Context: an optimization exercise on an open-source flow, tuned for small area. The choices shown serve that exercise and are no tape-out recipe. The RTL was checked by simulation tests, not by an equivalence proof against the original design. Power and IR drop assume default switching activity.

<file path="flow/run.sh">
#!/bin/bash
# synth_recipe.tcl (not shown) runs the flow's synth.tcl, then flattens the netlist and writes it again
# the make line also repeats each setting of config.mk as NAME=value (left out here)
make -C /OpenROAD-flow-scripts/flow DESIGN_CONFIG=/design/flow/config.mk WORK_HOME=/design/flow/orfs CLKGATE_MAP_FILE= SYNTH_SCRIPT=/design/flow/synth_recipe.tcl finish
</file>
<file path="flow/config.mk">
export PLATFORM = sky130hd
export DESIGN_NAME = mipsCpuBus
export DESIGN_NICKNAME = mipsCpuBus
export VERILOG_FILES = /design/flow/design.v
export SDC_FILE = /design/flow/constraint.sdc
export NUM_CORES = 4
export LEC_CHECK = 0
export CAP_MARGIN = 20
export CORE_MARGIN = 2
export CORE_UTILIZATION = 40
export CTS_BUF_LIST = sky130_fd_sc_hd__clkbuf_8
export CTS_CLUSTER_SIZE = 30
export SLEW_MARGIN = 20
</file>
<file path="flow/constraint.sdc">
create_clock -name core_clock -period 10.0 [get_ports {clk}]
set_input_delay 2.0000 -clock core_clock [delete_from_list [all_inputs] [get_ports {clk}]]
set_output_delay 2.0000 -clock core_clock [all_outputs]
set_load 0.01 [all_outputs]
</file>
<file path="flow/design.v">
module registerFile
(
    input  logic       clk,
    input  logic       clr,       
    input  logic       we,
    input  logic [4:0] wAddr,
    input  logic [1:0] wDigit,
    input  logic [4:0] aAddr,
    input  logic [4:0] bAddr,
    output logic [1:0] aDigit,
    output logic [1:0] bDigit
);
    logic [31:0] regs [1:31];
    logic [63:0] outs;
    always_ff @(posedge clk) begin
        for (int i = 1; i < 32; i++) begin
            if (clr || (we && wAddr == 5'(i))) begin
                regs[i] <= {wDigit & {2{!clr}}, regs[i][31:2]};
            end else begin
                regs[i] <= {regs[i][1:0], regs[i][31:2]};
            end
        end
    end
    always_comb begin
        outs[1:0] = 2'b00;
        for (int i = 1; i < 32; i++) begin
            outs[2*i +: 2] = regs[i][1:0];
        end
    end
    assign aDigit = outs[2*aAddr +: 2];
    assign bDigit = outs[2*bAddr +: 2];
endmodule
module mipsCpuBus
#(
    parameter logic [31:0] resetVector = 32'hBFC00000
) (
    input  logic        clk,
    input  logic        reset,
    output logic        active,
    output logic [31:0] registerV0,
    output logic [31:0] address,
    output logic        read,
    output logic        write,
    input  logic        waitrequest,
    output logic [31:0] writedata,
    output logic [3:0]  byteenable,
    input  logic [31:0] readdata
);
    localparam logic [3:0] S_FETCH = 4'd0;   
    localparam logic [3:0] S_W1    = 4'd1;   
    localparam logic [3:0] S_EX1   = 4'd2;   
    localparam logic [3:0] S_MEM   = 4'd3;   
    localparam logic [3:0] S_W2    = 4'd4;   
    localparam logic [3:0] S_EX2   = 4'd5;   
    localparam logic [3:0] S_HW    = 4'd6;   
    localparam logic [3:0] S_HALT  = 4'd7;   
    localparam logic [3:0] S_DONE  = 4'd8;   
    logic [3:0]  state;
    logic [3:0]  ph;
    logic        clr;        
    logic        pend;       
    logic        flag;       
    logic        cMain;      
    logic        cInc;       
    logic        prevBit;    
    logic [29:0] A;          
    logic [31:0] N;          
    logic [31:0] WD;         
    logic [31:0] IR;
    wire first = (ph == 4'd0);
    wire last  = (ph == 4'd15);
    wire ex1   = (state == S_EX1);
    wire ex2   = (state == S_EX2);
    wire aZero = (A == 30'd0);
    wire [5:0] op = IR[31:26];
    wire [5:0] fn = IR[5:0];
    wire isR    = (op == 6'b000000);
    wire iAddu  = isR && fn == 6'b100001;
    wire iSubu  = isR && fn == 6'b100011;
    wire iAnd   = isR && fn == 6'b100100;
    wire iOr    = isR && fn == 6'b100101;
    wire iXor   = isR && fn == 6'b100110;
    wire iSlt   = isR && fn == 6'b101010;
    wire iSltu  = isR && fn == 6'b101011;
    wire iSll   = isR && fn == 6'b000000;
    wire iSrl   = isR && fn == 6'b000010;
    wire iSra   = isR && fn == 6'b000011;
    wire iJr    = isR && fn == 6'b001000;
    wire iJ     = (op == 6'b000010);
    wire iBeq   = (op == 6'b000100);
    wire iBne   = (op == 6'b000101);
    wire iAddiu = (op == 6'b001001);
    wire iSlti  = (op == 6'b001010);
    wire iSltiu = (op == 6'b001011);
    wire iAndi  = (op == 6'b001100);
    wire iOri   = (op == 6'b001101);
    wire iXori  = (op == 6'b001110);
    wire iLui   = (op == 6'b001111);
    wire iLw    = (op == 6'b100011);
    wire iSw    = (op == 6'b101011);
    wire isBr   = iBeq || iBne;
    wire isMem  = iLw || iSw;
    wire isSltC = iSlt || iSltu || iSlti || iSltiu;
    wire isSrl  = iSrl || iSra;
    wire wrEx1  = iAddu || iSubu || iAnd || iOr || iXor
               || iAddiu || iAndi || iOri || iXori || iLui;
    wire wrEx2  = iLw || isSltC || iSll || isSrl;
    wire subLike = iSubu || isSltC;
    wire zext   = iAndi || iOri || iXori;
    wire [4:0] dest = isR ? IR[15:11] : IR[20:16];
    wire [4:0] shamt = IR[10:6];
    wire [3:0] shD = shamt[4:1];
    wire       shO = shamt[0];
    logic [1:0] rsD, rtD, wDigit;
    logic       we;
    registerFile u_rf (
        .clk(clk), .clr(clr),
        .we(we), .wAddr(dest), .wDigit(wDigit),
        .aAddr(IR[25:21]), .bAddr(state == S_HALT ? 5'd2 : IR[20:16]),
        .aDigit(rsD), .bDigit(rtD)
    );
    logic [3:0] k;
    logic [1:0] irD, immD, luiD, offD, jD;
    always_comb begin
        if (isBr || iJ) k = ph - 4'd1;
        else if (iLui) k = ph ^ 4'd8;
        else k = ph;
        irD = IR[2*k +: 2];
    end
    wire sgn = IR[15];
    assign immD = !ph[3] ? irD : (zext ? 2'b00 : {sgn, sgn});
    assign luiD = ph[3] ? irD : 2'b00;
    assign offD = first ? 2'b00 : (ph <= 4'd8 ? irD : {sgn, sgn});
    logic [1:0] pcD;
    logic       cIncOut;
    always_comb begin
        logic [2:0] s;
        s = {1'b0, A[1:0]} + {2'b00, (ph == 4'd1) ? 1'b1 : cInc};
        pcD = first ? 2'b00 : s[1:0];
        cIncOut = s[2];
    end
    assign jD = first ? 2'b00 : (ph <= 4'd13 ? irD : pcD);
    logic [1:0] aOp, bRaw, sum, aluD;
    logic       cOut;
    always_comb begin
        logic [2:0] s;
        aOp  = isBr ? pcD : rsD;
        bRaw = isBr ? offD : (isR ? rtD : immD);
        s = {1'b0, aOp} + {1'b0, bRaw ^ {2{subLike}}}
          + {2'b00, first ? subLike : cMain};
        sum  = s[1:0];
        cOut = s[2];
        if (iLui) aluD = luiD;
        else if (iAnd || iAndi) aluD = rsD & bRaw;
        else if (iOr || iOri) aluD = rsD | bRaw;
        else if (iXor || iXori) aluD = rsD ^ bRaw;
        else aluD = sum;
    end
    wire eqD   = (rsD == rtD);
    wire taken = (flag && eqD) ^ iBne;
    wire lt    = (iSltu || iSltiu) ? !cOut
               : ((rsD[1] ^ bRaw[1]) ? rsD[1] : sum[1]);
    wire [4:0] phPlusD = {1'b0, ph} + {1'b0, shD};
    wire [4:0] phPlusK = {1'b0, ph} + {1'b0, shD} + {4'b0, shO};
    wire       sllMask = ex2 && iSll && (ph < shD);
    wire [1:0] fillSh  = iSra ? {WD[31], WD[31]} : 2'b00;
    logic       wdSh;
    logic [1:0] wdIn;
    always_comb begin
        wdSh = 1'b0;
        wdIn = rtD;
        case (state)
            S_EX1: begin
                if (iSw || isSrl) wdSh = 1'b1;
                if (iSll) wdSh = !phPlusD[4];
            end
            S_W2: begin
                if (isSrl) wdSh = phPlusK[4];
                wdIn = fillSh;
            end
            S_EX2: begin
                wdSh = iLw || iSll || isSrl;
                wdIn = fillSh;
            end
            S_HALT: wdSh = 1'b1;
            default: ;
        endcase
    end
    logic [1:0] ex2D, mCur;
    always_comb begin
        mCur = sllMask ? 2'b00 : WD[1:0];
        if (iLw) ex2D = WD[1:0];
        else if (isSltC) ex2D = first ? {1'b0, flag} : 2'b00;
        else if (iSll) ex2D = shO ? {mCur[0], first ? 1'b0 : prevBit} : mCur;
        else ex2D = shO ? {WD[0], prevBit} : WD[1:0];
    end
    assign we = (ex1 && wrEx1) || (ex2 && wrEx2);
    assign wDigit = ex1 ? aluD : ex2D;
    wire       aSh = !first && (ex1 || (ex2 && isMem));
    wire [1:0] aIn = (ex1 && isMem) ? sum : ((ex2 || pend) ? N[1:0] : pcD);
    logic       nUpd;
    logic [1:0] nD;
    always_comb begin
        nUpd = ex1 && ((isMem && !pend) || isBr || iJ || iJr);
        if (isMem) nD = pcD;
        else if (iJ) nD = jD;
        else if (iJr) nD = rsD;
        else nD = sum;
    end
    assign read = (state == S_FETCH && !aZero) || (state == S_MEM && iLw);
    assign write = (state == S_MEM) && iSw;
    assign address = {A, 2'b00};
    assign writedata = WD;
    assign byteenable = 4'b1111;
    assign registerV0 = WD;
    always_ff @(posedge clk) begin
        N <= {nUpd ? nD : N[1:0], N[31:2]};
        if (aSh) A <= {aIn, A[29:2]};
        cInc <= cIncOut;
        cMain <= cOut;
        if (wdSh) begin
            WD <= {wdIn, WD[31:2]};
            prevBit <= sllMask ? 1'b0 : WD[1];
        end else if (state == S_MEM && iLw && !waitrequest) begin
            WD <= readdata;
        end
        if (state == S_FETCH && !aZero && !waitrequest) IR <= readdata;
        if (ex1) begin
            if (isBr) flag <= first ? eqD : (flag && eqD);
            else if (last) flag <= lt;
        end
        if (reset) begin
            state <= S_FETCH;
            ph <= 4'd0;
            clr <= 1'b1;
            A <= resetVector[31:2];
            active <= 1'b1;
            pend <= 1'b0;
        end else begin
            ph <= ph + 4'd1;
            if (last) clr <= 1'b0;
            if (ex1 && last) pend <= isBr ? taken : (iJ || iJr);
            case (state)
                S_FETCH: begin
                    if (aZero) state <= last ? S_HALT : S_HW;
                    else if (!waitrequest) state <= last ? S_EX1 : S_W1;
                end
                S_W1: if (last) state <= S_EX1;
                S_EX1: if (last) begin
                    if (isMem) state <= S_MEM;
                    else if (isSrl) state <= S_W2;
                    else if (isSltC || iSll) state <= S_EX2;
                    else state <= S_FETCH;
                end
                S_MEM: if (!waitrequest) state <= last ? S_EX2 : S_W2;
                S_W2: if (last) state <= S_EX2;
                S_EX2: if (last) state <= S_FETCH;
                S_HW: if (last) state <= S_HALT;
                S_HALT: if (last) begin
                    state <= S_DONE;
                    active <= 1'b0;
                end
                default: state <= S_DONE;
            endcase
        end
    end
endmodule
</file>
==> report_table.html, run 1 <==
<table>
<tr><th>Metric</th><th>Value</th></tr>
<tr><th colspan="2">Run</th></tr>
<tr><td>Maximum capacitance violations</td><td>0</td></tr>
<tr><th colspan="2">STA</th></tr>
<tr><td>Ratio of final minimum period to clock period</td><td>0.550</td></tr>
<tr><td>RSZ-0062 raised after global routing</td><td>no</td></tr>
<tr><td>Setup slack of the critical path after layout</td><td>4500 ps</td></tr>
<tr><td>Transition time of the tightest slew-check pin</td><td>1080 ps</td></tr>
<tr><td>TNS Setup</td><td>0 ps</td></tr>
<tr><td>Fmax achieved</td><td>182 MHz</td></tr>
<tr><td>Minimum hold slack</td><td>304 ps</td></tr>
<tr><td>Max Transition Viols Final</td><td>0</td></tr>
<tr><td>Slew headroom</td><td>0.271</td></tr>
<tr><td>Final critical-path required period</td><td>5500 ps</td></tr>
<tr><td>Endpoints failing setup</td><td>0</td></tr>
<tr><td>Max Clock Skew</td><td>39.6 ps</td></tr>
<tr><td>Number of failing hold endpoints at the final stage</td><td>0</td></tr>
<tr><th colspan="2">Synth</th></tr>
<tr><td>Post-synthesis average cell area</td><td>14.4 um2</td></tr>
<tr><td>Synth area leader</td><td>dfxtp_1</td></tr>
<tr><td>Synthesis-stage register bit count</td><td>1133</td></tr>
<tr><td>Netlist area before placement</td><td>29700 um2</td></tr>
<tr><td>Most instantiated flip-flop cell in the synthesis netlist</td><td>dfxtp_1</td></tr>
<tr><td>Count of cell types in the netlist</td><td>83</td></tr>
<tr><td>Number of enable-type register cells in the synthesized netlist</td><td>66</td></tr>
<tr><td>Fraction of registers with async set/reset</td><td>0</td></tr>
<tr><td>Top-count cell post-synth</td><td>dfxtp_1</td></tr>
<tr><td>Top cells by area, synth</td><td>dfxtp_1 72%, edfxtp_1 6.7%, mux2i_1 2.8%</td></tr>
<tr><td>Cells after synthesis</td><td>2066</td></tr>
<tr><td>Part of the Yosys area used for sequential elements</td><td>0.785</td></tr>
<tr><td>Top cell type's share of synthesized area</td><td>0.719</td></tr>
<tr><td>Count of warnings emitted by yosys</td><td>3</td></tr>
<tr><td>Top cells by count, synth</td><td>1067 x dfxtp_1, 111 x nand2_1, 85 x nand2b_1, 83 x mux2i_1, 79 x nor2_1</td></tr>
<tr><th colspan="2">Setup path</th></tr>
<tr><td>Required time of the critical path</td><td>10710 ps</td></tr>
<tr><td>Critical path capture point type</td><td>register</td></tr>
<tr><td>Critical path class</td><td>reg -&gt; reg</td></tr>
<tr><td>Crit path launch type</td><td>register</td></tr>
<tr><td>Data arrival at the endpoint of the critical path</td><td>6200 ps</td></tr>
<tr><td>Reg-to-reg slack, setup</td><td>4500 ps</td></tr>
<tr><td>Largest driver fanout on the critical path</td><td>31</td></tr>
<tr><th colspan="2">CTS</th></tr>
<tr><td>Post CTS Setup Buffer Count</td><td>0</td></tr>
<tr><td>Inserted Clock Buffers</td><td>159</td></tr>
<tr><td>Master cell of the clock root buffer</td><td>clkbuf_8</td></tr>
<tr><td>Clock-pin slew of the registers on the worst-case setup and hold paths</td><td>60 ps</td></tr>
<tr><td>Maximum buffer depth of the clock tree</td><td>3</td></tr>
<tr><td>Hold-fix buffer count after cts</td><td>0</td></tr>
<tr><td>Maximum level of the CTS H-tree</td><td>4</td></tr>
<tr><td>Clock latency on the worst-skew pair</td><td>800 ps</td></tr>
<tr><td>Total of cells resized after clock tree synthesis</td><td>0</td></tr>
<tr><td>Number of sinks handled by clock tree synthesis</td><td>1133</td></tr>
<tr><td>CTS tree</td><td>done</td></tr>
<tr><th colspan="2">Final layout</th></tr>
<tr><td>Footprint of the flip-flops and latches</td><td>23300 um2</td></tr>
<tr><td>Area used by multi-input combinational logic</td><td>5680 um2</td></tr>
<tr><td>Number of diodes added for antenna fixing</td><td>0</td></tr>
<tr><td>Ratio of cells with drive above 1 in the final layout</td><td>0.123</td></tr>
<tr><td>Final net count</td><td>2326</td></tr>
<tr><td>Finished Core Util</td><td>0.478</td></tr>
<tr><td>Final non-filler cell area</td><td>35000 um2</td></tr>
<tr><td>Layout area overhead</td><td>17.8%</td></tr>
<tr><td>Layout filler cell count</td><td>6274</td></tr>
<tr><td>Non-Filler Instances</td><td>3342</td></tr>
<tr><th colspan="2">Floorplan</th></tr>
<tr><td>Die span in y</td><td>277 um</td></tr>
<tr><td>Rows</td><td>99</td></tr>
<tr><td>Die Footprint</td><td>76500 um2</td></tr>
<tr><td>Die width</td><td>277 um</td></tr>
<tr><td>Boundary Pins</td><td>138</td></tr>
<tr><td>Initial core utilization</td><td>0.406</td></tr>
<tr><td>Area of the core</td><td>73200 um2</td></tr>
<tr><th colspan="2">Detailed routing</th></tr>
<tr><td>Number of remaining DRC errors</td><td>0</td></tr>
<tr><td>Vias</td><td>15.2k</td></tr>
<tr><td>Detailed Route Iter0 Violations</td><td>747</td></tr>
<tr><td>Post-route ant nets</td><td>0</td></tr>
<tr><td>WL/cell</td><td>17.3 um</td></tr>
<tr><td>Mean number of vias per cell</td><td>4.55</td></tr>
<tr><td>Wirelength, routed</td><td>57700 um</td></tr>
<tr><td>Pre-Repair DR Iteration Count</td><td>5</td></tr>
<tr><th colspan="2">GRT</th></tr>
<tr><td>Global-route wire length before repair</td><td>88100 um</td></tr>
<tr><td>Antenna violations before repair</td><td>0</td></tr>
<tr><td>Total routing usage reported by global routing</td><td>0.151</td></tr>
<tr><td>Largest net degree at the start of global routing</td><td>67</td></tr>
<tr><td>Number of global-route vias before repair</td><td>15.2k</td></tr>
<tr><td>Sum of overflow across all layers after global routing</td><td>0</td></tr>
<tr><th colspan="2">Place</th></tr>
<tr><td>Placed instance count</td><td>3068</td></tr>
<tr><td>Input/output buffers</td><td>131</td></tr>
<tr><td>Placed wire-length estimate after detailed placement</td><td>38900 um</td></tr>
<tr><td>Weighted congestion reported at the end of routability-driven placement</td><td>0.853</td></tr>
<tr><td>Cell area after placement</td><td>31800 um2</td></tr>
<tr><td>Setup WS pre-CTS</td><td>4620 ps</td></tr>
<tr><th colspan="2">Status</th></tr>
<tr><td>Status</td><td>timing/DRC/antenna clean</td></tr>
<tr><th colspan="2">Pwr</th></tr>
<tr><td>Largest voltage drop on the vdd net</td><td>169 uV</td></tr>
<tr><td>Tot Pwr</td><td>8.79 mW</td></tr>
<tr><td>Static Leak</td><td>13.5 nW</td></tr>
<tr><td>Power density of the placed cells</td><td>251 nW/um2</td></tr>
<tr><th colspan="2">Hold path</th></tr>
<tr><td>Worst hold-check path type</td><td>reg -&gt; reg</td></tr>
</table>
[registers in the layout (all words and copies together) (netlist names)]
register,count
A,30
IR,32
N,32
WD,32
active,1
cInc,1
cMain,1
clr,1
flag,1
pend,1
ph,4
prevBit,1
state,4
u_rf.regs,992
[cells in the final DEF, fill, tap and decap left out, drive strengths merged, types with 18 or more instances in the layout]
master         count
ha                18
clkbuf           198
clkinv            24
nand2b            85
mux4              21
dfxtp           1067
mux2              35
o21ai             42
edfxtp            66
nor2              80
nand2            111
mux2i             83
a21oi             56
nor3              22
clkdlybuf4s50    131
inv               91
[power breakdown]
part           switching [mW]  internal [mW]
Sequential              0.114           4.63
Combinational           0.341          0.221
Clock                    1.66           1.83
Total                    2.11           6.67
[path summary, 6_finish.rpt]
path                           from                end  cells after the start
setup / recovery              ph[0]   u_rf.regs[1][31]                     18
hold / removal    u_rf.regs[17][17]  u_rf.regs[17][15]                      0
setup reg to reg              ph[0]   u_rf.regs[1][31]                     18
hold reg to reg   u_rf.regs[17][17]  u_rf.regs[17][15]                      0
[layout make-up]
cell class,count,share of cell area
Sequential cell,1133,0.667
Clock inverter,76,0.0150
Tap cell,959,0.0343
Timing Repair Buffer,143,0.0400
Multi-Input combinational cell,794,0.162
Inverter,39,0.00418
Clock buffer,198,0.0778
[kinds of logic (layout without fill, tap and decap cells)]
kind of cell	after synthesis	count (layout)	share of synthesized area
and+or+nand+nor	415	415	0.0734
other	2	6	0.000253
xor gates and xnor gates	6	6	0.00177
adders and majority gates	21	21	0.00960
AOI/OAI and AO/OA	207	207	0.0476
buffers and inverters	143	456	0.0249
muxes	139	139	0.0571
DFF	1133	1133	0.785
[critical path, stage by stage, from the launching register on]
cell and delay [ps]:
dfxtp_1 660, inv_1 210, ha_1 430, or2_2 330, a211oi_1 300, or2_2 240
a22oi_1 110, a2bb2oi_1 220, nand3_1 270, a32oi_1 270, nand2b_1 100, fa_1 430
fa_1 510, mux2i_1 220, nand4b_1 120, a311oi_1 420, a21oi_2 90, buf_4 260
mux2i_1 200
[layer usage]
layer | share of wire | wire (um) | track usage | up-vias
li1 | - | - | - | 7371
met1 | 0.46 | 26800 | 0.198 | 7359
met2 | 0.46 | 26500 | 0.239 | 374
met3 | 0.046 | 2660 | 0.0344 | 115
met4 | 0.030 | 1750 | 0.0692 | 0
met5 | 0 | 0 | 0 | -
==> run 2: changes to the inputs <==
--- a/flow/config.mk
+++ b/flow/config.mk
@@ -7,7 +7,8 @@
 export LEC_CHECK = 0
 export CAP_MARGIN = 20
 export CORE_MARGIN = 2
-export CORE_UTILIZATION = 40
+export CORE_UTILIZATION = 60
 export CTS_BUF_LIST = sky130_fd_sc_hd__clkbuf_8
-export CTS_CLUSTER_SIZE = 30
+export CTS_CLUSTER_DIAMETER = 50
+export CTS_CLUSTER_SIZE = 20
 export SLEW_MARGIN = 20
==> report_table.html, run 2 <==
<table>
<tr><th>Metric</th><th>Value</th></tr>
<tr><th colspan="2">STA</th></tr>
<tr><td>TNS Setup</td><td>0 ps (unchanged)</td></tr>
<tr><td>Transition time of the tightest slew-check pin</td><td>1060 ps (was 1080 ps)</td></tr>
<tr><td>Ratio of final minimum period to clock period</td><td>0.535 (was 0.550)</td></tr>
<tr><td>Endpoints failing setup</td><td>0 (unchanged)</td></tr>
<tr><td>Final critical-path required period</td><td>5350 ps (was 5500 ps)</td></tr>
<tr><td>Fmax achieved</td><td>187 MHz (was 182 MHz)</td></tr>
<tr><td>Max Transition Viols Final</td><td>0 (unchanged)</td></tr>
<tr><td>RSZ-0062 raised after global routing</td><td>no (unchanged)</td></tr>
<tr><td>Slew headroom</td><td>0.290 (was 0.271)</td></tr>
<tr><td>Max Clock Skew</td><td>41.4 ps (was 39.6 ps)</td></tr>
<tr><td>Setup slack of the critical path after layout</td><td>4650 ps (was 4500 ps)</td></tr>
<tr><td>Number of failing hold endpoints at the final stage</td><td>0 (unchanged)</td></tr>
<tr><td>Minimum hold slack</td><td>304 ps (about the same)</td></tr>
<tr><th colspan="2">Synth</th></tr>
<tr><td>Synth area leader</td><td>dfxtp_1 (unchanged)</td></tr>
<tr><td>Largest family of logic cells by synthesized area</td><td>simple AND/OR/NAND/NOR gates (unchanged)</td></tr>
<tr><td>Post-synthesis share of cell area spent on full adders, half adders and majority gates</td><td>0.00960 (unchanged)</td></tr>
<tr><td>Count of cell types in the netlist</td><td>83 (unchanged)</td></tr>
<tr><td>Count of warnings emitted by yosys</td><td>3 (unchanged)</td></tr>
<tr><td>Top cell type's share of synthesized area</td><td>0.719 (unchanged)</td></tr>
<tr><td>Top-count cell post-synth</td><td>dfxtp_1 (unchanged)</td></tr>
<tr><td>Most instantiated flip-flop cell in the synthesis netlist</td><td>dfxtp_1 (unchanged)</td></tr>
<tr><td>Synth Area in Simple Gates</td><td>0.0734 (unchanged)</td></tr>
<tr><td>Netlist area before placement</td><td>29700 um2 (unchanged)</td></tr>
<tr><td>Cells after synthesis</td><td>2066 (unchanged)</td></tr>
<tr><td>Part of the Yosys area used for sequential elements</td><td>0.785 (unchanged)</td></tr>
<tr><td>Number of enable-type register cells in the synthesized netlist</td><td>66 (unchanged)</td></tr>
<tr><td>Synthesized-area fraction occupied by ao, oa, aoi and oai cells</td><td>0.0476 (unchanged)</td></tr>
<tr><td>Top cells by count, synth</td><td>1067 x dfxtp_1, 111 x nand2_1, 85 x nand2b_1, 83 x mux2i_1, 79 x nor2_1 (unchanged)</td></tr>
<tr><td>Multiplexer area fraction after synthesis</td><td>0.0571 (unchanged)</td></tr>
<tr><td>Post-synthesis average cell area</td><td>14.4 um2 (unchanged)</td></tr>
<tr><td>Fraction of registers with async set/reset</td><td>0 (unchanged)</td></tr>
<tr><td>Synthesized-area fraction occupied by xor and xnor cells</td><td>0.00177 (unchanged)</td></tr>
<tr><td>Synthesis-stage register bit count</td><td>1133 (unchanged)</td></tr>
<tr><td>Top cells by area, synth</td><td>dfxtp_1 72%, edfxtp_1 6.7%, mux2i_1 2.8% (unchanged)</td></tr>
<tr><th colspan="2">Final layout</th></tr>
<tr><td>Final net count</td><td>2240 (was 2326)</td></tr>
<tr><td>Highest-count cells in the layout ignoring fill and taps</td><td>1067 x dfxtp_1, 131 x clkdlybuf4s50_1, 111 x nand2_1, 85 x nand2b_1, 83 x mux2i_1 (was 1067 x dfxtp_1, 198 x clkbuf_8, 131 x clkdlybuf4s50_1, 111 x nand2_1, 85 x nand2b_1)</td></tr>
<tr><td>Leading cell type in the layout, fill and taps excluded</td><td>dfxtp_1 (unchanged)</td></tr>
<tr><td>Footprint of the flip-flops and latches</td><td>23300 um2 (unchanged)</td></tr>
<tr><td>Final non-filler cell area</td><td>32800 um2 (was 35000 um2)</td></tr>
<tr><td>Flip-flop count of the largest register after layout</td><td>992 (unchanged)</td></tr>
<tr><td>Finished Core Util</td><td>0.670 (was 0.478)</td></tr>
<tr><td>Area used by multi-input combinational logic</td><td>5690 um2 (was 5680 um2)</td></tr>
<tr><td>Layout area overhead</td><td>10.4% (was 17.8%)</td></tr>
<tr><td>Non-Filler Instances</td><td>2879 (was 3342)</td></tr>
<tr><td>Layout filler cell count</td><td>3488 (was 6274)</td></tr>
<tr><td>Ratio of cells with drive above 1 in the final layout</td><td>0.0750 (was 0.123)</td></tr>
<tr><td>Largest reg by FF count</td><td>u_rf.regs (unchanged)</td></tr>
<tr><th colspan="2">CTS</th></tr>
<tr><td>Total of cells resized after clock tree synthesis</td><td>0 (unchanged)</td></tr>
<tr><td>Hold-fix buffer count after cts</td><td>0 (unchanged)</td></tr>
<tr><td>CTS tree</td><td>done (unchanged)</td></tr>
<tr><td>Inserted Clock Buffers</td><td>76 (was 159)</td></tr>
<tr><td>Clock latency on the worst-skew pair</td><td>710 ps (was 800 ps)</td></tr>
<tr><td>Maximum buffer depth of the clock tree</td><td>3 (unchanged)</td></tr>
<tr><td>Post CTS Setup Buffer Count</td><td>0 (unchanged)</td></tr>
<tr><td>Clock-pin slew of the registers on the worst-case setup and hold paths</td><td>110 ps (was 60 ps)</td></tr>
<tr><td>Master cell of the clock root buffer</td><td>clkbuf_8 (unchanged)</td></tr>
<tr><td>Maximum level of the CTS H-tree</td><td>3 (was 4)</td></tr>
<tr><td>Number of sinks handled by clock tree synthesis</td><td>1133 (unchanged)</td></tr>
<tr><th colspan="2">Detailed routing</th></tr>
<tr><td>Number of remaining DRC errors</td><td>0 (unchanged)</td></tr>
<tr><td>Detailed Route Iter0 Violations</td><td>895 (was 747)</td></tr>
<tr><td>WL/cell</td><td>18.7 um (was 17.3 um)</td></tr>
<tr><td>Mean number of vias per cell</td><td>5.05 (was 4.55)</td></tr>
<tr><td>Post-route ant nets</td><td>0 (unchanged)</td></tr>
<tr><td>Vias</td><td>14.5k (was 15.2k)</td></tr>
<tr><td>Pre-Repair DR Iteration Count</td><td>5 (unchanged)</td></tr>
<tr><td>Wirelength, routed</td><td>53800 um (was 57700 um)</td></tr>
<tr><th colspan="2">Floorplan</th></tr>
<tr><td>Die Footprint</td><td>51300 um2 (was 76500 um2)</td></tr>
<tr><td>Initial core utilization</td><td>0.607 (was 0.406)</td></tr>
<tr><td>Boundary Pins</td><td>138 (unchanged)</td></tr>
<tr><td>Die span in y</td><td>227 um (was 277 um)</td></tr>
<tr><td>Rows</td><td>81 (was 99)</td></tr>
<tr><td>Die width</td><td>227 um (was 277 um)</td></tr>
<tr><td>Area of the core</td><td>49000 um2 (was 73200 um2)</td></tr>
<tr><th colspan="2">Setup path</th></tr>
<tr><td>Data arrival at the endpoint of the critical path</td><td>5970 ps (was 6200 ps)</td></tr>
<tr><td>Critical path class</td><td>reg -&gt; reg (unchanged)</td></tr>
<tr><td>Critical path capture point</td><td>u_rf.regs[15][31] (was u_rf.regs[1][31])</td></tr>
<tr><td>Largest driver fanout on the critical path</td><td>31 (unchanged)</td></tr>
<tr><td>Reg-to-reg slack, setup</td><td>4650 ps (was 4500 ps)</td></tr>
<tr><td>Launch point of the critical path</td><td>IR[17] (was ph[0])</td></tr>
<tr><td>Terminus of the critical flop-to-flop path</td><td>u_rf.regs[15][31] (was u_rf.regs[1][31])</td></tr>
<tr><td>Required time of the critical path</td><td>10630 ps (was 10710 ps)</td></tr>
<tr><td>Critical path capture point type</td><td>register (unchanged)</td></tr>
<tr><td>R2R cell count</td><td>15 (was 18)</td></tr>
<tr><td>Crit path launch type</td><td>register (unchanged)</td></tr>
<tr><td>Startpoint of the lowest-slack register-to-register path</td><td>IR[17] (was ph[0])</td></tr>
<tr><th colspan="2">GRT</th></tr>
<tr><td>Largest net degree at the start of global routing</td><td>67 (unchanged)</td></tr>
<tr><td>Antenna violations before repair</td><td>3 (was 0)</td></tr>
<tr><td>Sum of overflow across all layers after global routing</td><td>0 (unchanged)</td></tr>
<tr><td>Total routing usage reported by global routing</td><td>0.213 (was 0.151)</td></tr>
<tr><td>Number of global-route vias before repair</td><td>14.2k (was 15.2k)</td></tr>
<tr><td>Global-route wire length before repair</td><td>81600 um (was 88100 um)</td></tr>
<tr><th colspan="2">Run</th></tr>
<tr><td>Maximum capacitance violations</td><td>0 (unchanged)</td></tr>
<tr><th colspan="2">Pwr</th></tr>
<tr><td>Largest voltage drop on the vdd net</td><td>216 uV (was 169 uV)</td></tr>
<tr><td>Power density of the placed cells</td><td>228 nW/um2 (was 251 nW/um2)</td></tr>
<tr><td>Static Leak</td><td>12.4 nW (was 13.5 nW)</td></tr>
<tr><td>Tot Pwr</td><td>7.47 mW (was 8.79 mW)</td></tr>
<tr><th colspan="2">Hold path</th></tr>
<tr><td>Worst hold-check path type</td><td>reg -&gt; reg (unchanged)</td></tr>
<tr><th colspan="2">Place</th></tr>
<tr><td>Input/output buffers</td><td>131 (unchanged)</td></tr>
<tr><td>Setup WS pre-CTS</td><td>4690 ps (was 4620 ps)</td></tr>
<tr><td>Weighted congestion reported at the end of routability-driven placement</td><td>0.865 (was 0.853)</td></tr>
<tr><td>Placed wire-length estimate after detailed placement</td><td>37000 um (was 38900 um)</td></tr>
<tr><td>Cell area after placement</td><td>31400 um2 (was 31800 um2)</td></tr>
<tr><td>Placed instance count</td><td>2770 (was 3068)</td></tr>
<tr><th colspan="2">Status</th></tr>
<tr><td>Status</td><td>timing/DRC/antenna clean (unchanged)</td></tr>
</table>
run 2: how the worst min path moves through the flow:
stage / to / start / depth (start not counted) / slack [ps]
6_report: u_rf.regs[4][29] / u_rf.regs[4][31] / 0 / 300
3_5_place_dp: u_rf.regs[13][27] / u_rf.regs[13][29] / 0 / 310
4_1_cts: u_rf.regs[4][29] / u_rf.regs[4][31] / 0 / 310
5_1_grt: u_rf.regs[4][29] / u_rf.regs[4][31] / 0 / 310
2_1_floorplan: N[0] / N[2] / 0 / 310
3_3_place_gp: u_rf.regs[24][19] / u_rf.regs[24][21] / 0 / 310
run 2: layout make-up:
cell class                 instances  area share
inverter                          39     0.00446
clock inverter                    30      0.0108
sequential                      1133       0.712
clock buffer                      77      0.0323
multi-input combinational        794       0.173
antenna                            2    0.000153
timing repair buffer             140      0.0420
tap                              664      0.0253
run 2: cell families (layout without fill, tap and decap cells):
logic type                 count (synthesis)  in the layout
DFF                                     1133           1133
xor gates and xnor gates                   6              6
muxes                                    139            139
buffers and inverters                    143            286
AOI/OAI and AO/OA                        207            207
adders and majority gates                 21             21
other                                      2              8
and+or+nand+nor                          415            415
run 2: worst max-delay path, stage by stage, from the launching register on:
cell and delay [ps]:
edfxtp_1 970, clkinv_1 630, nor2_1 230, o2111ai_1 160, o21ai_0 640, a21o_1 250, a211oi_1 70, nand2b_1 170
fa_1 430, fa_1 510, mux2i_1 170, nand4b_1 110, a311oi_1 370, a21oi_2 50, buf_4 250, mux2i_1 220
run 2: power by group:
group / total (mW) / switching (mW) / internal (mW)
logic: 0.549 / 0.328 / 0.221
registers: 4.73 / 0.114 / 4.62
clock network: 2.19 / 1.39 / 0.799
run 2: per-layer routing:
layer	vias to the layer above	global-route usage	share of wire	routed length (um)
met1	7019	0.302	0.48	25800
li1	7109	-	-	-
met4	2	0.0677	0.026	1380
met3	100	0.0376	0.039	2100
met5	-	0	0.00033	18
met2	304	0.334	0.46	24500
==> run 3: changes to the inputs <==
--- a/flow/config.mk
+++ b/flow/config.mk
@@ -7,8 +7,5 @@
 export LEC_CHECK = 0
 export CAP_MARGIN = 20
 export CORE_MARGIN = 2
-export CORE_UTILIZATION = 60
-export CTS_BUF_LIST = sky130_fd_sc_hd__clkbuf_8
-export CTS_CLUSTER_DIAMETER = 50
-export CTS_CLUSTER_SIZE = 20
+export CORE_UTILIZATION = 40
 export SLEW_MARGIN = 20
==> report_table.html, run 3 <==
<table>
<tr><th>Metric</th><th>Value</th></tr>
<tr><th colspan="2">Status</th></tr>
<tr><td>Status</td><td>timing/DRC/antenna clean (unchanged)</td></tr>
<tr><th colspan="2">STA</th></tr>
<tr><td>Setup slack of the critical path after layout</td><td>4530 ps (was 4650 ps)</td></tr>
<tr><td>Ratio of final minimum period to clock period</td><td>0.547 (was 0.535)</td></tr>
<tr><td>Slew headroom</td><td>0.251 (was 0.290)</td></tr>
<tr><td>Max Clock Skew</td><td>74.1 ps (was 41.4 ps)</td></tr>
<tr><td>Fmax achieved</td><td>183 MHz (was 187 MHz)</td></tr>
<tr><td>RSZ-0062 raised after global routing</td><td>no (unchanged)</td></tr>
<tr><td>Number of failing hold endpoints at the final stage</td><td>0 (unchanged)</td></tr>
<tr><td>TNS Setup</td><td>0 ps (unchanged)</td></tr>
<tr><td>Transition time of the tightest slew-check pin</td><td>1110 ps (was 1060 ps)</td></tr>
<tr><td>Minimum hold slack</td><td>298 ps (was 304 ps)</td></tr>
<tr><td>Endpoints failing setup</td><td>0 (unchanged)</td></tr>
<tr><td>Final critical-path required period</td><td>5470 ps (was 5350 ps)</td></tr>
<tr><td>Max Transition Viols Final</td><td>0 (unchanged)</td></tr>
<tr><th colspan="2">Synth</th></tr>
<tr><td>Synthesized-area fraction occupied by xor and xnor cells</td><td>0.00177 (unchanged)</td></tr>
<tr><td>Top cell type's share of synthesized area</td><td>0.719 (unchanged)</td></tr>
<tr><td>Number of enable-type register cells in the synthesized netlist</td><td>66 (unchanged)</td></tr>
<tr><td>Multiplexer area fraction after synthesis</td><td>0.0571 (unchanged)</td></tr>
<tr><td>Synthesized-area fraction occupied by ao, oa, aoi and oai cells</td><td>0.0476 (unchanged)</td></tr>
<tr><td>Largest family of logic cells by synthesized area</td><td>simple AND/OR/NAND/NOR gates (unchanged)</td></tr>
<tr><td>Top cells by area, synth</td><td>dfxtp_1 72%, edfxtp_1 6.7%, mux2i_1 2.8% (unchanged)</td></tr>
<tr><td>Part of the Yosys area used for sequential elements</td><td>0.785 (unchanged)</td></tr>
<tr><td>Post-synthesis average cell area</td><td>14.4 um2 (unchanged)</td></tr>
<tr><td>Synth area leader</td><td>dfxtp_1 (unchanged)</td></tr>
<tr><td>Fraction of registers with async set/reset</td><td>0 (unchanged)</td></tr>
<tr><td>Post-synthesis share of cell area spent on full adders, half adders and majority gates</td><td>0.00960 (unchanged)</td></tr>
<tr><td>Cells after synthesis</td><td>2066 (unchanged)</td></tr>
<tr><td>Most instantiated flip-flop cell in the synthesis netlist</td><td>dfxtp_1 (unchanged)</td></tr>
<tr><td>Synthesis-stage register bit count</td><td>1133 (unchanged)</td></tr>
<tr><td>Synth Area in Simple Gates</td><td>0.0734 (unchanged)</td></tr>
<tr><td>Top-count cell post-synth</td><td>dfxtp_1 (unchanged)</td></tr>
<tr><td>Top cells by count, synth</td><td>1067 x dfxtp_1, 111 x nand2_1, 85 x nand2b_1, 83 x mux2i_1, 79 x nor2_1 (unchanged)</td></tr>
<tr><td>Netlist area before placement</td><td>29700 um2 (unchanged)</td></tr>
<tr><td>Count of warnings emitted by yosys</td><td>3 (unchanged)</td></tr>
<tr><td>Count of cell types in the netlist</td><td>83 (unchanged)</td></tr>
<tr><th colspan="2">CTS</th></tr>
<tr><td>Post CTS Setup Buffer Count</td><td>0 (unchanged)</td></tr>
<tr><td>Clock latency on the worst-skew pair</td><td>690 ps (was 710 ps)</td></tr>
<tr><td>Inserted Clock Buffers</td><td>98 (was 76)</td></tr>
<tr><td>Clock-pin slew of the registers on the worst-case setup and hold paths</td><td>70 ps (was 110 ps)</td></tr>
<tr><td>Hold-fix buffer count after cts</td><td>0 (unchanged)</td></tr>
<tr><td>Master cell of the clock root buffer</td><td>clkbuf_16 (was clkbuf_8)</td></tr>
<tr><td>Number of sinks handled by clock tree synthesis</td><td>1133 (unchanged)</td></tr>
<tr><td>CTS tree</td><td>done (unchanged)</td></tr>
<tr><td>Maximum level of the CTS H-tree</td><td>3 (unchanged)</td></tr>
<tr><td>Total of cells resized after clock tree synthesis</td><td>0 (unchanged)</td></tr>
<tr><td>Maximum buffer depth of the clock tree</td><td>3 (unchanged)</td></tr>
<tr><th colspan="2">Hold path</th></tr>
<tr><td>Worst hold-check path type</td><td>reg -&gt; reg (unchanged)</td></tr>
<tr><td>Destination of the worst hold path</td><td>u_rf.regs[5][11] (was u_rf.regs[4][29])</td></tr>
<tr><td>Instance count along the most critical hold path</td><td>0 (unchanged)</td></tr>
<tr><td>Hold Crit Start</td><td>u_rf.regs[5][13] (was u_rf.regs[4][31])</td></tr>
<tr><th colspan="2">GRT</th></tr>
<tr><td>Antenna violations before repair</td><td>0 (was 3)</td></tr>
<tr><td>Total routing usage reported by global routing</td><td>0.150 (was 0.213)</td></tr>
<tr><td>Largest net degree at the start of global routing</td><td>67 (unchanged)</td></tr>
<tr><td>Number of global-route vias before repair</td><td>14.9k (was 14.2k)</td></tr>
<tr><td>Global-route wire length before repair</td><td>87900 um (was 81600 um)</td></tr>
<tr><td>Sum of overflow across all layers after global routing</td><td>0 (unchanged)</td></tr>
<tr><th colspan="2">Final layout</th></tr>
<tr><td>Ratio of cells with drive above 1 in the final layout</td><td>0.101 (was 0.0750)</td></tr>
<tr><td>Footprint of the flip-flops and latches</td><td>23300 um2 (unchanged)</td></tr>
<tr><td>Finished Core Util</td><td>0.483 (was 0.670)</td></tr>
<tr><td>Flip-flop count of the largest register after layout</td><td>992 (unchanged)</td></tr>
<tr><td>Area used by multi-input combinational logic</td><td>5680 um2 (was 5690 um2)</td></tr>
<tr><td>Highest-count cells in the layout ignoring fill and taps</td><td>1067 x dfxtp_1, 131 x clkdlybuf4s50_1, 111 x nand2_1, 102 x clkbuf_16, 85 x nand2b_1 (was 1067 x dfxtp_1, 131 x clkdlybuf4s50_1, 111 x nand2_1, 85 x nand2b_1, 83 x mux2i_1)</td></tr>
<tr><td>Layout filler cell count</td><td>6213 (was 3488)</td></tr>
<tr><td>Final non-filler cell area</td><td>35400 um2 (was 32800 um2)</td></tr>
<tr><td>Leading cell type in the layout, fill and taps excluded</td><td>dfxtp_1 (unchanged)</td></tr>
<tr><td>Non-Filler Instances</td><td>3250 (was 2879)</td></tr>
<tr><td>Largest reg by FF count</td><td>u_rf.regs (unchanged)</td></tr>
<tr><td>Final net count</td><td>2265 (was 2240)</td></tr>
<tr><td>Layout area overhead</td><td>19.0% (was 10.4%)</td></tr>
<tr><th colspan="2">Detailed routing</th></tr>
<tr><td>Number of remaining DRC errors</td><td>0 (unchanged)</td></tr>
<tr><td>Pre-Repair DR Iteration Count</td><td>5 (unchanged)</td></tr>
<tr><td>Post-route ant nets</td><td>0 (unchanged)</td></tr>
<tr><td>Wirelength, routed</td><td>57700 um (was 53800 um)</td></tr>
<tr><td>Detailed Route Iter0 Violations</td><td>869 (was 895)</td></tr>
<tr><td>WL/cell</td><td>17.8 um (was 18.7 um)</td></tr>
<tr><td>Mean number of vias per cell</td><td>4.58 (was 5.05)</td></tr>
<tr><td>Vias</td><td>14.9k (was 14.5k)</td></tr>
<tr><th colspan="2">Pwr</th></tr>
<tr><td>Power share of the clock group</td><td>0.430 (was 0.293)</td></tr>
<tr><td>NetSw</td><td>2.09 mW (was 1.83 mW)</td></tr>
<tr><td>Flop pwr share</td><td>0.510 (was 0.634)</td></tr>
<tr><td>Internal portion of total power</td><td>7.21 mW (was 5.64 mW)</td></tr>
<tr><td>Sw frac</td><td>0.225 (was 0.245)</td></tr>
<tr><td>Static Leak</td><td>13.4 nW (was 12.4 nW)</td></tr>
<tr><td>Power density of the placed cells</td><td>263 nW/um2 (was 228 nW/um2)</td></tr>
<tr><td>Largest voltage drop on the vdd net</td><td>237 uV (was 216 uV)</td></tr>
<tr><td>Fraction of power consumed by combinational cells</td><td>0.060 (was 0.074)</td></tr>
<tr><td>Tot Pwr</td><td>9.30 mW (was 7.47 mW)</td></tr>
<tr><th colspan="2">Setup path</th></tr>
<tr><td>Crit path launch type</td><td>register (unchanged)</td></tr>
<tr><td>Critical path class</td><td>reg -&gt; reg (unchanged)</td></tr>
<tr><td>Largest driver fanout on the critical path</td><td>31 (unchanged)</td></tr>
<tr><td>Terminus of the critical flop-to-flop path</td><td>u_rf.regs[1][31] (was u_rf.regs[15][31])</td></tr>
<tr><td>Startpoint of the lowest-slack register-to-register path</td><td>IR[17] (unchanged)</td></tr>
<tr><td>Reg-to-reg slack, setup</td><td>4530 ps (was 4650 ps)</td></tr>
<tr><td>Data arrival at the endpoint of the critical path</td><td>6060 ps (was 5970 ps)</td></tr>
<tr><td>Critical path capture point type</td><td>register (unchanged)</td></tr>
<tr><td>Required time of the critical path</td><td>10590 ps (was 10630 ps)</td></tr>
<tr><td>R2R cell count</td><td>15 (unchanged)</td></tr>
<tr><th colspan="2">Place</th></tr>
<tr><td>Cell area after placement</td><td>31800 um2 (was 31400 um2)</td></tr>
<tr><td>Input/output buffers</td><td>131 (unchanged)</td></tr>
<tr><td>Weighted congestion reported at the end of routability-driven placement</td><td>0.853 (was 0.865)</td></tr>
<tr><td>Placed instance count</td><td>3068 (was 2770)</td></tr>
<tr><td>Setup WS pre-CTS</td><td>4620 ps (was 4690 ps)</td></tr>
<tr><td>Placed wire-length estimate after detailed placement</td><td>38900 um (was 37000 um)</td></tr>
<tr><th colspan="2">Floorplan</th></tr>
<tr><td>Boundary Pins</td><td>138 (unchanged)</td></tr>
<tr><td>Initial core utilization</td><td>0.406 (was 0.607)</td></tr>
<tr><td>Rows</td><td>99 (was 81)</td></tr>
<tr><td>Area of the core</td><td>73200 um2 (was 49000 um2)</td></tr>
<tr><td>Die width</td><td>277 um (was 227 um)</td></tr>
<tr><td>Die span in y</td><td>277 um (was 227 um)</td></tr>
<tr><td>Die Footprint</td><td>76500 um2 (was 51300 um2)</td></tr>
<tr><th colspan="2">Run</th></tr>
<tr><td>Maximum capacitance violations</td><td>0 (unchanged)</td></tr>
</table>
-- run 3: how the worst max path moves through the flow --
| stage | endpoint | start | slack (ps) |
|---|---|---|---|
| 3_3_place_gp | u_rf.regs[1][31] | ph[0] | 4750 |
| 5_1_grt | u_rf.regs[21][31] | IR[17] | 4190 |
| 6_report | u_rf.regs[1][31] | IR[17] | 4530 |
| 3_5_place_dp | u_rf.regs[1][31] | IR[17] | 4620 |
| 2_1_floorplan | u_rf.regs[10][31] | ph[0] | 5500 |
| 4_1_cts | u_rf.regs[1][31] | IR[17] | 4600 |
-- run 3: power groups by stage --
stage / logic [mW] / registers (mW) / clock network (mW)
5_1_grt: 0.610 / 4.75 / 4.30
6_report: 0.560 / 4.74 / 4.00
3_3_place_gp: 0.555 / 4.84 / 0
3_5_place_dp: 0.556 / 4.84 / 0
2_1_floorplan: 0.423 / 4.76 / 0
4_1_cts: 0.559 / 4.74 / 4.11
-- run 3: critical path: stages, from the launching register on --
cell       delay [ps]
edfxtp_1          960
clkinv_1          550
nor2_1            200
o2111ai_1         140
o21ai_0           770
a21o_1            280
a211oi_1           80
nand2b_1          180
fa_1              430
fa_1              510
mux2i_1           210
nand4b_1          120
a311oi_1          400
a21oi_2            80
buf_4             260
mux2i_1           200
-- run 3: logic make-up (layout without fill, tap and decap cells) --
| group | count (synthesis) | in the layout |
|---|---|---|
| flip-flops | 1133 | 1133 |
| buffers and inverters | 143 | 363 |
| XOR/XNOR | 6 | 6 |
| multiplexers | 139 | 139 |
| AO/OA/AOI/OAI | 207 | 207 |
| AND/OR/NAND/NOR | 415 | 415 |
| other | 2 | 7 |
| adder cells (fa/ha/maj) | 21 | 21 |
-- run 3: area by class of cell --
| class | count | area share |
|---|---|---|
| antenna | 1 | 0.0000707 |
| clock inverter | 44 | 0.0202 |
| tap | 959 | 0.0339 |
| sequential | 1133 | 0.660 |
| clock buffer | 137 | 0.0818 |
| multi-input combinational | 794 | 0.161 |
| inverter | 39 | 0.00414 |
| timing repair buffer | 143 | 0.0396 |
-- run 3: per-layer routing --
metal,GRT usage,up-vias,share of wire
li1,-,7214,-
met1,0.201,7198,0.47
met2,0.243,355,0.46
met3,0.0298,107,0.045
met4,0.0516,0,0.028
met5,0,-,0
==> run 4: changes to the inputs <==
==> flow/flow/run.sh (new file) <==
#!/bin/bash
# The standard layout, with two changes: clock tree synthesis inserts no
# dummy loads, and the port buffers use the smallest buffer cell.
set -euo pipefail
export CTS_ARGS="-sink_clustering_enable -repair_clock_nets -sink_clustering_size 20 -sink_clustering_max_diameter 50 -buf_list sky130_fd_sc_hd__clkbuf_8 -dont_use_dummy_load"
export BUFFER_PORTS_ARGS="-buffer_cell sky130_fd_sc_hd__buf_1"
bash standard.sh > flow_standard.log 2>&1
==> flow/standard.sh (new file) <==
#!/bin/bash
# synth_recipe.tcl (not shown) runs the flow's synth.tcl, then flattens the netlist and writes it again
# the make line also repeats each setting of config.mk as NAME=value (left out here)
make -C /OpenROAD-flow-scripts/flow DESIGN_CONFIG=/design/flow/config.mk WORK_HOME=/design/flow/orfs CLKGATE_MAP_FILE= SYNTH_SCRIPT=/design/flow/synth_recipe.tcl "${@:-finish}"
--- a/flow/config.mk
+++ b/flow/config.mk
@@ -7,5 +7,8 @@
 export LEC_CHECK = 0
 export CAP_MARGIN = 20
 export CORE_MARGIN = 2
-export CORE_UTILIZATION = 40
+export CORE_UTILIZATION = 60
+export CTS_BUF_LIST = sky130_fd_sc_hd__clkbuf_8
+export CTS_CLUSTER_DIAMETER = 50
+export CTS_CLUSTER_SIZE = 20
 export SLEW_MARGIN = 20
removed: flow/run.sh
==> report_table.html, run 4 <==
<table>
<tr><th>Metric</th><th>Value</th></tr>
<tr><th colspan="2">Status</th></tr>
<tr><td>Status</td><td>timing/DRC/antenna clean (unchanged)</td></tr>
<tr><th colspan="2">STA</th></tr>
<tr><td>Endpoints failing setup</td><td>0 (unchanged)</td></tr>
<tr><td>Final critical-path required period</td><td>5540 ps (was 5470 ps)</td></tr>
<tr><td>Number of failing hold endpoints at the final stage</td><td>0 (unchanged)</td></tr>
<tr><td>Fmax achieved</td><td>181 MHz (was 183 MHz)</td></tr>
<tr><td>Max Clock Skew</td><td>79.3 ps (was 74.1 ps)</td></tr>
<tr><td>RSZ-0062 raised after global routing</td><td>no (unchanged)</td></tr>
<tr><td>TNS Setup</td><td>0 ps (unchanged)</td></tr>
<tr><td>Ratio of final minimum period to clock period</td><td>0.554 (was 0.547)</td></tr>
<tr><td>Transition time of the tightest slew-check pin</td><td>1100 ps (was 1110 ps)</td></tr>
<tr><td>Max Transition Viols Final</td><td>0 (unchanged)</td></tr>
<tr><td>Slew headroom</td><td>0.262 (was 0.251)</td></tr>
<tr><td>Minimum hold slack</td><td>278 ps (was 298 ps)</td></tr>
<tr><th colspan="2">Floorplan</th></tr>
<tr><td>Initial core utilization</td><td>0.607 (was 0.406)</td></tr>
<tr><td>Die span in y</td><td>227 um (was 277 um)</td></tr>
<tr><td>Area of the core</td><td>49000 um2 (was 73200 um2)</td></tr>
<tr><td>Die Footprint</td><td>51300 um2 (was 76500 um2)</td></tr>
<tr><td>Boundary Pins</td><td>138 (unchanged)</td></tr>
<tr><td>Die width</td><td>227 um (was 277 um)</td></tr>
<tr><td>Rows</td><td>81 (was 99)</td></tr>
<tr><th colspan="2">Pwr</th></tr>
<tr><td>Fraction of power consumed by combinational cells</td><td>0.075 (was 0.060)</td></tr>
<tr><td>Tot Pwr</td><td>7.16 mW (was 9.30 mW)</td></tr>
<tr><td>NetSw</td><td>1.66 mW (was 2.09 mW)</td></tr>
<tr><td>Internal portion of total power</td><td>5.50 mW (was 7.21 mW)</td></tr>
<tr><td>Flop pwr share</td><td>0.661 (was 0.510)</td></tr>
<tr><td>Power share of the clock group</td><td>0.264 (was 0.430)</td></tr>
<tr><td>Sw frac</td><td>0.232 (was 0.225)</td></tr>
<tr><td>Largest voltage drop on the vdd net</td><td>189 uV (was 237 uV)</td></tr>
<tr><td>Static Leak</td><td>11.9 nW (was 13.4 nW)</td></tr>
<tr><td>Power density of the placed cells</td><td>226 nW/um2 (was 263 nW/um2)</td></tr>
<tr><th colspan="2">Synth</th></tr>
<tr><td>Most instantiated flip-flop cell in the synthesis netlist</td><td>dfxtp_1 (unchanged)</td></tr>
<tr><td>Top cells by count, synth</td><td>1067 x dfxtp_1, 111 x nand2_1, 85 x nand2b_1, 83 x mux2i_1, 79 x nor2_1 (unchanged)</td></tr>
<tr><td>Top cells by area, synth</td><td>dfxtp_1 72%, edfxtp_1 6.7%, mux2i_1 2.8% (unchanged)</td></tr>
<tr><td>Part of the Yosys area used for sequential elements</td><td>0.785 (unchanged)</td></tr>
<tr><td>Top cell type's share of synthesized area</td><td>0.719 (unchanged)</td></tr>
<tr><td>Largest family of logic cells by synthesized area</td><td>simple AND/OR/NAND/NOR gates (unchanged)</td></tr>
<tr><td>Fraction of registers with async set/reset</td><td>0 (unchanged)</td></tr>
<tr><td>Netlist area before placement</td><td>29700 um2 (unchanged)</td></tr>
<tr><td>Synth Area in Simple Gates</td><td>0.0734 (unchanged)</td></tr>
<tr><td>Count of cell types in the netlist</td><td>83 (unchanged)</td></tr>
<tr><td>Post-synthesis average cell area</td><td>14.4 um2 (unchanged)</td></tr>
<tr><td>Post-synthesis share of cell area spent on full adders, half adders and majority gates</td><td>0.00960 (unchanged)</td></tr>
<tr><td>Cells after synthesis</td><td>2066 (unchanged)</td></tr>
<tr><td>Synthesized-area fraction occupied by xor and xnor cells</td><td>0.00177 (unchanged)</td></tr>
<tr><td>Multiplexer area fraction after synthesis</td><td>0.0571 (unchanged)</td></tr>
<tr><td>Number of enable-type register cells in the synthesized netlist</td><td>66 (unchanged)</td></tr>
<tr><td>Top-count cell post-synth</td><td>dfxtp_1 (unchanged)</td></tr>
<tr><td>Synthesis-stage register bit count</td><td>1133 (unchanged)</td></tr>
<tr><td>Count of warnings emitted by yosys</td><td>3 (unchanged)</td></tr>
<tr><td>Synthesized-area fraction occupied by ao, oa, aoi and oai cells</td><td>0.0476 (unchanged)</td></tr>
<tr><td>Synth area leader</td><td>dfxtp_1 (unchanged)</td></tr>
<tr><th colspan="2">Detailed routing</th></tr>
<tr><td>WL/cell</td><td>18.5 um (was 17.8 um)</td></tr>
<tr><td>Mean number of vias per cell</td><td>5.08 (was 4.58)</td></tr>
<tr><td>Wirelength, routed</td><td>52800 um (was 57700 um)</td></tr>
<tr><td>Vias</td><td>14.5k (was 14.9k)</td></tr>
<tr><td>Pre-Repair DR Iteration Count</td><td>7 (was 5)</td></tr>
<tr><td>Post-route ant nets</td><td>0 (unchanged)</td></tr>
<tr><td>Number of remaining DRC errors</td><td>0 (unchanged)</td></tr>
<tr><td>Detailed Route Iter0 Violations</td><td>974 (was 869)</td></tr>
<tr><th colspan="2">CTS</th></tr>
<tr><td>Master cell of the clock root buffer</td><td>clkbuf_8 (was clkbuf_16)</td></tr>
<tr><td>Total of cells resized after clock tree synthesis</td><td>0 (unchanged)</td></tr>
<tr><td>Clock latency on the worst-skew pair</td><td>690 ps (about the same)</td></tr>
<tr><td>Post CTS Setup Buffer Count</td><td>0 (unchanged)</td></tr>
<tr><td>Clock-pin slew of the registers on the worst-case setup and hold paths</td><td>110 ps (was 70 ps)</td></tr>
<tr><td>CTS tree</td><td>done (unchanged)</td></tr>
<tr><td>Maximum buffer depth of the clock tree</td><td>3 (unchanged)</td></tr>
<tr><td>Maximum level of the CTS H-tree</td><td>3 (unchanged)</td></tr>
<tr><td>Hold-fix buffer count after cts</td><td>0 (unchanged)</td></tr>
<tr><td>Number of sinks handled by clock tree synthesis</td><td>1133 (unchanged)</td></tr>
<tr><td>Inserted Clock Buffers</td><td>75 (was 98)</td></tr>
<tr><th colspan="2">Setup path</th></tr>
<tr><td>Family of cells with the greatest summed delay on the critical path</td><td>compound AO/OA/AOI/OAI gates (unchanged)</td></tr>
<tr><td>Data arrival at the endpoint of the critical path</td><td>6110 ps (was 6060 ps)</td></tr>
<tr><td>Critical path class</td><td>reg -&gt; reg (unchanged)</td></tr>
<tr><td>Delay of the slowest cell on the worst path</td><td>950 ps (was 960 ps)</td></tr>
<tr><td>Crit-path slowest cell</td><td>edfxtp_1 (unchanged)</td></tr>
<tr><td>Critical path buffer and inverter count</td><td>2 (unchanged)</td></tr>
<tr><td>Critical path capture point type</td><td>register (unchanged)</td></tr>
<tr><td>Crit path launch type</td><td>register (unchanged)</td></tr>
<tr><td>Required time of the critical path</td><td>10570 ps (was 10590 ps)</td></tr>
<tr><td>Largest driver fanout on the critical path</td><td>31 (unchanged)</td></tr>
<tr><td>CP cell instances</td><td>clkinv_1, nor2_1, o2111ai_1, o21ai_0, a21o_1, a211oi_1, nand2b_1, fa_1, fa_1, mux2i_1, nand4b_1, a311oi_1, a21oi_2, buf_4, mux2i_1 (unchanged)</td></tr>
<tr><th colspan="2">Place</th></tr>
<tr><td>Weighted congestion reported at the end of routability-driven placement</td><td>0.880 (was 0.853)</td></tr>
<tr><td>Placed wire-length estimate after detailed placement</td><td>36400 um (was 38900 um)</td></tr>
<tr><td>Input/output buffers</td><td>131 (unchanged)</td></tr>
<tr><td>Cell area after placement</td><td>30600 um2 (was 31800 um2)</td></tr>
<tr><td>Placed instance count</td><td>2769 (was 3068)</td></tr>
<tr><th colspan="2">Hold path</th></tr>
<tr><td>Worst hold-check path type</td><td>reg -&gt; reg (unchanged)</td></tr>
<tr><th colspan="2">Run</th></tr>
<tr><td>Maximum capacitance violations</td><td>0 (unchanged)</td></tr>
<tr><th colspan="2">Final layout</th></tr>
<tr><td>Ratio of cells with drive above 1 in the final layout</td><td>0.0637 (was 0.101)</td></tr>
<tr><td>Largest reg by FF count</td><td>u_rf.regs (unchanged)</td></tr>
<tr><td>Highest-count cells in the layout ignoring fill and taps</td><td>1067 x dfxtp_1, 131 x buf_1, 111 x nand2_1, 85 x nand2b_1, 83 x mux2i_1 (was 1067 x dfxtp_1, 131 x clkdlybuf4s50_1, 111 x nand2_1, 102 x clkbuf_16, 85 x nand2b_1)</td></tr>
<tr><td>Layout filler cell count</td><td>3601 (was 6213)</td></tr>
<tr><td>Layout area overhead</td><td>6.44% (was 19.0%)</td></tr>
<tr><td>Final non-filler cell area</td><td>31600 um2 (was 35400 um2)</td></tr>
<tr><td>Non-Filler Instances</td><td>2849 (was 3250)</td></tr>
<tr><td>Flip-flop count of the largest register after layout</td><td>992 (unchanged)</td></tr>
<tr><td>Final net count</td><td>2240 (was 2265)</td></tr>
<tr><td>Leading cell type in the layout, fill and taps excluded</td><td>dfxtp_1 (unchanged)</td></tr>
<tr><th colspan="2">GRT</th></tr>
<tr><td>Total routing usage reported by global routing</td><td>0.207 (was 0.150)</td></tr>
<tr><td>Sum of overflow across all layers after global routing</td><td>0 (unchanged)</td></tr>
<tr><td>Antenna violations before repair</td><td>2 (was 0)</td></tr>
<tr><td>Global-route wire length before repair</td><td>79200 um (was 87900 um)</td></tr>
<tr><td>Number of global-route vias before repair</td><td>13.7k (was 14.9k)</td></tr>
<tr><td>Largest net degree at the start of global routing</td><td>67 (unchanged)</td></tr>
</table>
[run 4: cell type report]
type	instances	area, um2	share of cell area
Clock buffer	75	1030	0.0326
Antenna cell	3	7.51	0.000237
Multi-Input combinational cell	794	5680	0.180
Timing Repair Buffer	141	594	0.0188
Inverter	39	146	0.00463
Tap cell	664	831	0.0263
Sequential cell	1133	23300	0.738
[run 4: cells by family after synthesis]
family          count (synthesis)
compound gates                207
xor+xnor                        6
fa+ha+maj                      21
buf+inv                       143
flops                        1133
mux                           139
other cells                     2
simple gates                  415
[run 4: worst paths after layout]
check	startpoint	to	slack [ps]	cells after the start
worst min register to register	u_rf.regs[26][31]	u_rf.regs[26][29]	280	0
worst max-delay path	IR[17]	u_rf.regs[5][31]	4460	15
worst min-delay path	u_rf.regs[26][31]	u_rf.regs[26][29]	280	0
worst max register to register	IR[17]	u_rf.regs[5][31]	4460	15
[run 4: through the flow]
stage               worst slack [ps]  utilization
global placement                4800        0.624
floorplan                       5500            -
finish                          4460        0.646
CTS                             4590        0.645
global route                    4230        0.646
detailed placement              4610        0.624
[run 4: power groups by stage]
stage	sequential [mW]	clock [mW]	combinational [mW]
floorplan	4.76	0	0.423
CTS	4.73	1.96	0.533
finish	4.73	1.89	0.538
global route	4.74	2.12	0.585
global placement	4.83	0	0.528
detailed placement	4.83	0	0.531
[run 4: worst register-to-register path: stages (launching register included)]
cell and delay [ps]:
edfxtp_1 950, clkinv_1 590, nor2_1 220, o2111ai_1 160, o21ai_0 870, a21o_1 280
a211oi_1 80, nand2b_1 180, fa_1 430, fa_1 530, mux2i_1 180, nand4b_1 110
a311oi_1 370, a21oi_2 50, buf_4 260, mux2i_1 220
[run 4: routing by layer]
metal | up-vias | part of all wire | GRT usage | wire (um)
met3 | 92 | 0.047 | 0.0407 | 2480
met1 | 6981 | 0.48 | 0.297 | 25500
met2 | 332 | 0.45 | 0.321 | 23600
li1 | 7062 | - | - | -
met5 | - | 0 | 0 | 0
met4 | 0 | 0.023 | 0.0598 | 1220

[separate check: timing with driven ports]
The results above use ideal ports. As a check the final layouts listed here were re-extracted and re-timed, cells and wires unchanged. Step 1 (the two cells are an assumption about what drives the block):
set clk [get_ports {clk}]
set_driving_cell -lib_cell sky130_fd_sc_hd__clkbuf_16 $clk
set_driving_cell -lib_cell sky130_fd_sc_hd__buf_2 [delete_from_list [all_inputs] $clk]
Step 2 moves the port delays by t, midway between the first and last clock arrival at a register: inputs arrive t later, outputs are due t later. That takes back most of the time a late clock gives input paths. a / b / c = no drivers / after step 1 / after step 2; a / b = the first two.
run | shift t [ns] | setup slack, ns | hold slack, ns | worst setup path after step 2 | slew at the worst register clock pin (ns)
run 1 | 0.835 | 4.503 / 4.503 / 4.503 | 0.304 / 0.304 / 0.304 | register to register | 0.07 / 0.07
run 2 | 0.748 | 4.654 / 4.654 / 4.654 | 0.304 / 0.304 / 0.304 | register to register | 0.11 / 0.11
run 3 | 0.714 | 4.528 / 4.528 / 4.528 | 0.298 / 0.298 / 0.298 | register to register | 0.07 / 0.07
run 4 | 0.712 | 4.464 / 4.464 / 4.464 | 0.278 / 0.278 / 0.278 | register to register | 0.11 / 0.11
After both steps setup and hold are still met in every run listed.
